Source: an optimization exercise on an open RTL-to-GDS flow (aim: small area and a short achievable clock period). Production flows keep margins and buffers that such runs may drop.
The RTL was checked by simulation tests, not by an equivalence proof against the original design.
Power is estimated from default activity; no workload was simulated.

== wip/nickel ==
Design ifft_tf_mult, start of the top module:
module ifft_tf_mult #(
  parameter int DW   = 16,
  parameter int TW   = 12,
  parameter bit CONJ = 1'b1
) (
  input  logic                 clk,
  input  logic                 rst,
  input  logic                 in_valid,
  input  logic                 in_sop,
  input  logic                 in_tw_en,
  input  logic signed [DW-1:0] in_real,
  input  logic signed [DW-1:0] in_imag,
  output logic [2:0]           tf_addr,
  input  logic signed [TW-1:0] tf_real,
  input  logic signed [TW-1:0] tf_imag,
  output logic                 out_valid,
  output logic                 out_sop,
  output logic signed [DW-1:0] out_real,
  output logic signed [DW-1:0] out_imag,
  output logic                 ovf
);
  logic [2:0] cnt_q, cnt_d;
  logic       use_unity;
  always_comb begin
    use_unity = !in_tw_en || in_sop;
    cnt_d     = cnt_q;
    if (in_valid) begin
      if (in_tw_en)
        cnt_d = (in_sop ? 3'd0 : cnt_q) + 3'd1;
      else if (in_sop)
        cnt_d = 3'd0;
    end
  end
  logic [11:0] tc, te;
  assign tc = use_unity ? 12'd1024 : tf_real;
  assign te = use_unity ? 12'd0 : tf_imag;
  logic        s1_valid_q, s1_sop_q;
  logic [15:0] s1_a_q, s1_b_q;
  logic [5:0]  s1_cn_q, s1_c1_q, s1_en_q, s1_e1_q;
  logic [4:0]  s1_c2_q, s1_e2_q;
  logic [5:0]  cn_d, c1_d, en_d, e1_d;
  logic [4:0]  c2_d, e2_d;
  assign cn_d[0] = tc[1];
  assign c1_d[0] = (tc[0] ^ 1'b0);
  assign c2_d[0] = ((tc[1] & ~tc[0] & ~1'b0) | (~tc[1] & tc[0] & 1'b0));
  assign cn_d[1] = tc[3];
  assign c1_d[1] = (tc[2] ^ tc[1]);
  assign c2_d[1] = ((tc[3] & ~tc[2] & ~tc[1]) | (~tc[3] & tc[2] & tc[1]));
  assign cn_d[2] = tc[5];
  assign c1_d[2] = (tc[4] ^ tc[3]);
  assign c2_d[2] = ((tc[5] & ~tc[4] & ~tc[3]) | (~tc[5] & tc[4] & tc[3]));
  assign cn_d[3] = tc[7];
  assign c1_d[3] = (tc[6] ^ tc[5]);
  ...
export LEC_CHECK = 0
export CAP_MARGIN = 20
export CORE_MARGIN = 2
export CORE_UTILIZATION = 55
export CTS_BUF_LIST = sky130_fd_sc_hd__clkbuf_8
export CTS_CLUSTER_DIAMETER = 50
export CTS_CLUSTER_SIZE = 16
export PLACE_DENSITY = 0.7
export SETUP_SLACK_MARGIN = 4.1
export SLEW_MARGIN = 60
export SYNTH_HIERARCHICAL = 1
export SYNTH_MINIMUM_KEEP_SIZE = 0
create_clock -name core_clock -period 6.5 [get_ports {clk}]
standard.sh (not shown) runs the stock make flow with config.mk's settings and CLKGATE_MAP_FILE= SYNTH_SCRIPT=/design/flow/synth_recipe.tcl, a recipe that flattens the netlist after the stock synthesis.
==> flow/flow/run.sh <==
#!/bin/bash
# The standard layout, with the port buffers made of plain buf_2 cells instead of the
# delay-buffer cell buffer_ports picks by default. Every port still gets its own buffer.
set -euo pipefail
export BUFFER_PORTS_ARGS="-buffer_cell sky130_fd_sc_hd__buf_2"
bash standard.sh synth > synth.log 2>&1
bash standard.sh > layout.log 2>&1
wip/nickel finished all stages; the layout is clean.
Setup changes, wip/nickel to wip/garnet
# wip/nickel
export LEC_CHECK = 0
export CAP_MARGIN = 20
export CORE_MARGIN = 2
export CORE_UTILIZATION = 55
export CTS_BUF_LIST = sky130_fd_sc_hd__clkbuf_8
export CTS_CLUSTER_DIAMETER = 50
export CTS_CLUSTER_SIZE = 16
export PLACE_DENSITY = 0.7
export SETUP_SLACK_MARGIN = 4.1
export SLEW_MARGIN = 60
export SYNTH_HIERARCHICAL = 1
export SYNTH_MINIMUM_KEEP_SIZE = 0
create_clock -name core_clock -period 6.5 [get_ports {clk}]
# wip/garnet
export LEC_CHECK = 0
export CAP_MARGIN = 20
export CORE_MARGIN = 2
export CORE_UTILIZATION = 55
export CTS_BUF_LIST = sky130_fd_sc_hd__clkbuf_8
export CTS_CLUSTER_DIAMETER = 50
export CTS_CLUSTER_SIZE = 16
export PLACE_DENSITY = 0.7
export SETUP_SLACK_MARGIN = 4.2
export SLEW_MARGIN = 60
export SYNTH_HIERARCHICAL = 1
export SYNTH_MINIMUM_KEEP_SIZE = 0
create_clock -name core_clock -period 6.5 [get_ports {clk}]
Notes after the runs:
- wip/garnet vs wip/nickel — buffer count excluding the clock tree in the final layout rose 22.
- The cell with the largest stage delay on the worst path comes out fa_1 in one run and dfrtp_1 in the other, namely in wip/garnet and wip/nickel respectively.
- wip/garnet vs wip/nickel: worst hold slack up
- wip/garnet gives less sequential share of layout area than wip/nickel did.
- A beginning of the critical path of s2_im_c8_0_q is what wip/garnet shows, while out_real_q[15] belongs to wip/nickel.
- In wip/garnet, worst voltage drop across the vdd grid is higher than in wip/nickel.
- Layout net count of wip/garnet exceeds that of wip/nickel slightly.
Modified inputs, wip/tundra compared to wip/garnet
# wip/garnet
export LEC_CHECK = 0
export CAP_MARGIN = 20
export CORE_MARGIN = 2
export CORE_UTILIZATION = 55
export CTS_BUF_LIST = sky130_fd_sc_hd__clkbuf_8
export CTS_CLUSTER_DIAMETER = 50
export CTS_CLUSTER_SIZE = 16
export PLACE_DENSITY = 0.7
export SETUP_SLACK_MARGIN = 4.2
export SLEW_MARGIN = 60
export SYNTH_HIERARCHICAL = 1
export SYNTH_MINIMUM_KEEP_SIZE = 0
create_clock -name core_clock -period 6.5 [get_ports {clk}]
# wip/tundra
export LEC_CHECK = 0
export CAP_MARGIN = 20
export CORE_MARGIN = 2
export CORE_UTILIZATION = 55
export CTS_BUF_LIST = sky130_fd_sc_hd__clkbuf_8
export CTS_CLUSTER_DIAMETER = 50
export CTS_CLUSTER_SIZE = 16
export PLACE_DENSITY = 0.7
export SETUP_SLACK_MARGIN = 3.6
export SLEW_MARGIN = 60
export SYNTH_HIERARCHICAL = 1
export SYNTH_MINIMUM_KEEP_SIZE = 0
create_clock -name core_clock -period 6.5 [get_ports {clk}]
==> flow/run.sh (new file) <==
#!/bin/bash
# synth_recipe.tcl (not shown) runs the flow's synth.tcl, then flattens the netlist and writes it again
# the make line also repeats each setting of config.mk as NAME=value (left out here)
make -C /OpenROAD-flow-scripts/flow DESIGN_CONFIG=/design/flow/config.mk WORK_HOME=/design/flow/orfs CLKGATE_MAP_FILE= SYNTH_SCRIPT=/design/flow/synth_recipe.tcl finish
removed: flow/flow/run.sh
removed: flow/standard.sh
==> results.txt <==
In the tables for wip/tundra and wip/garnet, post-synthesis to final-layout area growth reads lower with wip/tundra.
The starting density of the core was comparable across wip/tundra and wip/garnet.
| critical path data arrival time | wip/tundra vs wip/garnet | 1.57 ns lower |
wip/tundra: flow completed, timing, DRC and antenna clean
Comparing wip/tundra and wip/garnet, clock tree buffer count of the final layout is higher on wip/tundra.
Here is what was changed in the inputs of wip/onyx compared with wip/tundra.
# wip/tundra
export LEC_CHECK = 0
export CAP_MARGIN = 20
export CORE_MARGIN = 2
export CORE_UTILIZATION = 55
export CTS_BUF_LIST = sky130_fd_sc_hd__clkbuf_8
export CTS_CLUSTER_DIAMETER = 50
export CTS_CLUSTER_SIZE = 16
export PLACE_DENSITY = 0.7
export SETUP_SLACK_MARGIN = 3.6
export SLEW_MARGIN = 60
export SYNTH_HIERARCHICAL = 1
export SYNTH_MINIMUM_KEEP_SIZE = 0
create_clock -name core_clock -period 6.5 [get_ports {clk}]
# wip/onyx
export LEC_CHECK = 0
export CAP_MARGIN = 20
export CORE_MARGIN = 2
export CORE_UTILIZATION = 55
export CTS_BUF_LIST = sky130_fd_sc_hd__clkbuf_8
export CTS_CLUSTER_DIAMETER = 50
export CTS_CLUSTER_SIZE = 16
export PLACE_DENSITY = 0.7
export SETUP_SLACK_MARGIN = 4.15
export SLEW_MARGIN = 60
export SYNTH_HIERARCHICAL = 1
export SYNTH_MINIMUM_KEEP_SIZE = 0
create_clock -name core_clock -period 6.5 [get_ports {clk}]
==> flow/flow/run.sh (new file) <==
#!/bin/bash
# The standard layout, with the port buffers made of plain buf_2 cells instead of the
# delay-buffer cell buffer_ports picks by default. Every port still gets its own buffer.
set -euo pipefail
export BUFFER_PORTS_ARGS="-buffer_cell sky130_fd_sc_hd__buf_2"
bash standard.sh synth > synth.log 2>&1
bash standard.sh > layout.log 2>&1
==> flow/standard.sh (new file) <==
#!/bin/bash
# synth_recipe.tcl (not shown) runs the flow's synth.tcl, then flattens the netlist and writes it again
# the make line also repeats each setting of config.mk as NAME=value (left out here)
make -C /OpenROAD-flow-scripts/flow DESIGN_CONFIG=/design/flow/config.mk WORK_HOME=/design/flow/orfs CLKGATE_MAP_FILE= SYNTH_SCRIPT=/design/flow/synth_recipe.tcl "${@:-finish}"
removed: flow/run.sh
==> results.txt <==
A master of the slowest instance on the critical path of dfrtp_1 is what wip/onyx shows, while clkdlybuf4s50_1 belongs to wip/tundra. Per the comparison of wip/onyx with wip/tundra, net count reported at finish shows an increase of 73, internal cell power now larger, power went up, share of the clock period used by the worst path now sits lower, power in the clock group saw a decrease.
[inputs] wip/sierra vs wip/onyx
# wip/onyx
export LEC_CHECK = 0
export CAP_MARGIN = 20
export CORE_MARGIN = 2
export CORE_UTILIZATION = 55
export CTS_BUF_LIST = sky130_fd_sc_hd__clkbuf_8
export CTS_CLUSTER_DIAMETER = 50
export CTS_CLUSTER_SIZE = 16
export PLACE_DENSITY = 0.7
export SETUP_SLACK_MARGIN = 4.15
export SLEW_MARGIN = 60
export SYNTH_HIERARCHICAL = 1
export SYNTH_MINIMUM_KEEP_SIZE = 0
create_clock -name core_clock -period 6.5 [get_ports {clk}]
# wip/sierra
export LEC_CHECK = 0
export CAP_MARGIN = 20
export CORE_MARGIN = 2
export CORE_UTILIZATION = 55
export CTS_BUF_LIST = sky130_fd_sc_hd__clkbuf_16
export CTS_CLUSTER_DIAMETER = 50
export CTS_CLUSTER_SIZE = 16
export PLACE_DENSITY = 0.7
export SETUP_SLACK_MARGIN = 4.1
export SLEW_MARGIN = 60
export SYNTH_HIERARCHICAL = 1
export SYNTH_MINIMUM_KEEP_SIZE = 0
create_clock -name core_clock -period 6.5 [get_ports {clk}]
==> comparison <==
wip/sierra has completed all stages; timing, DRC and antenna checks passed. wip/sierra vs. wip/onyx: global routing met3 resource utilization went down 0.90 points, power density normalized to cell area went up, total global routing track utilization now sits at about the same level. Slowest library cell on the worst path: dfrtp_1 -> wip/onyx, o41ai_4 -> wip/sierra. | final-layout clock-cell area share | lower: wip/onyx |. wip/sierra: layout-stage area growth over the synthesis result is 0.60 points lower than what wip/onyx reported. On last weighted congestion value of the routability-driven placer, wip/sierra and wip/onyx are basically level. [compare] base=wip/onyx new=wip/sierra: transition at the pin with the smallest max-transition slack picked up an extra 0.011 ns; via count lost 88; post-cts repair resize count lost 42%. Compared with wip/onyx, wip/sierra shows a worst hold slack after final layout that is 0.0046 ns lower. Diff wip/onyx -> wip/sierra | via count of the first global-routing pass | up slightly.

-- afterwards: timing with drivers on the ports --
No port has a modelled driver above. Below, the same layouts with a new extraction and two added sets of constraints. Step 1, drivers: a clkbuf_16 drives clk and a buf_2 each remaining input, both assumed. Step 2 also shifts input and output timing later by t, the mid clock arrival at the registers, as if the neighbouring blocks saw the same clock. Slacks: ideal ports / drivers / drivers and shift; pairs: ideal ports / drivers.
run | shift t [ns] | setup WS [ns] | hold slack, ns | clock arrival spread, ns | cell pins on the clock port's net
wip/nickel | 0.687 | 4.022 / 3.968 / 3.967 | 0.336 / 0.336 / 0.336 | 0.050 / 0.050 | 1
wip/garnet | 0.710 | 3.927 / 3.927 / 3.927 | 0.341 / 0.341 / 0.341 | 0.044 / 0.044 | 1
wip/tundra | 0.706 | 3.654 / 3.597 / 3.579 | 0.329 / 0.329 / 0.329 | 0.049 / 0.049 | 1
wip/onyx | 0.711 | 3.982 / 3.924 / 4.011 | 0.334 / 0.334 / 0.334 | 0.043 / 0.044 | 1
wip/sierra | 0.623 | 4.033 / 4.028 / 3.980 | 0.330 / 0.330 / 0.330 | 0.026 / 0.025 | 1
After both steps setup and hold are still met in every run listed. The setup slack of wip/tundra, which loses most, moves by -0.057 ns with the drivers and by -0.075 ns with both steps.
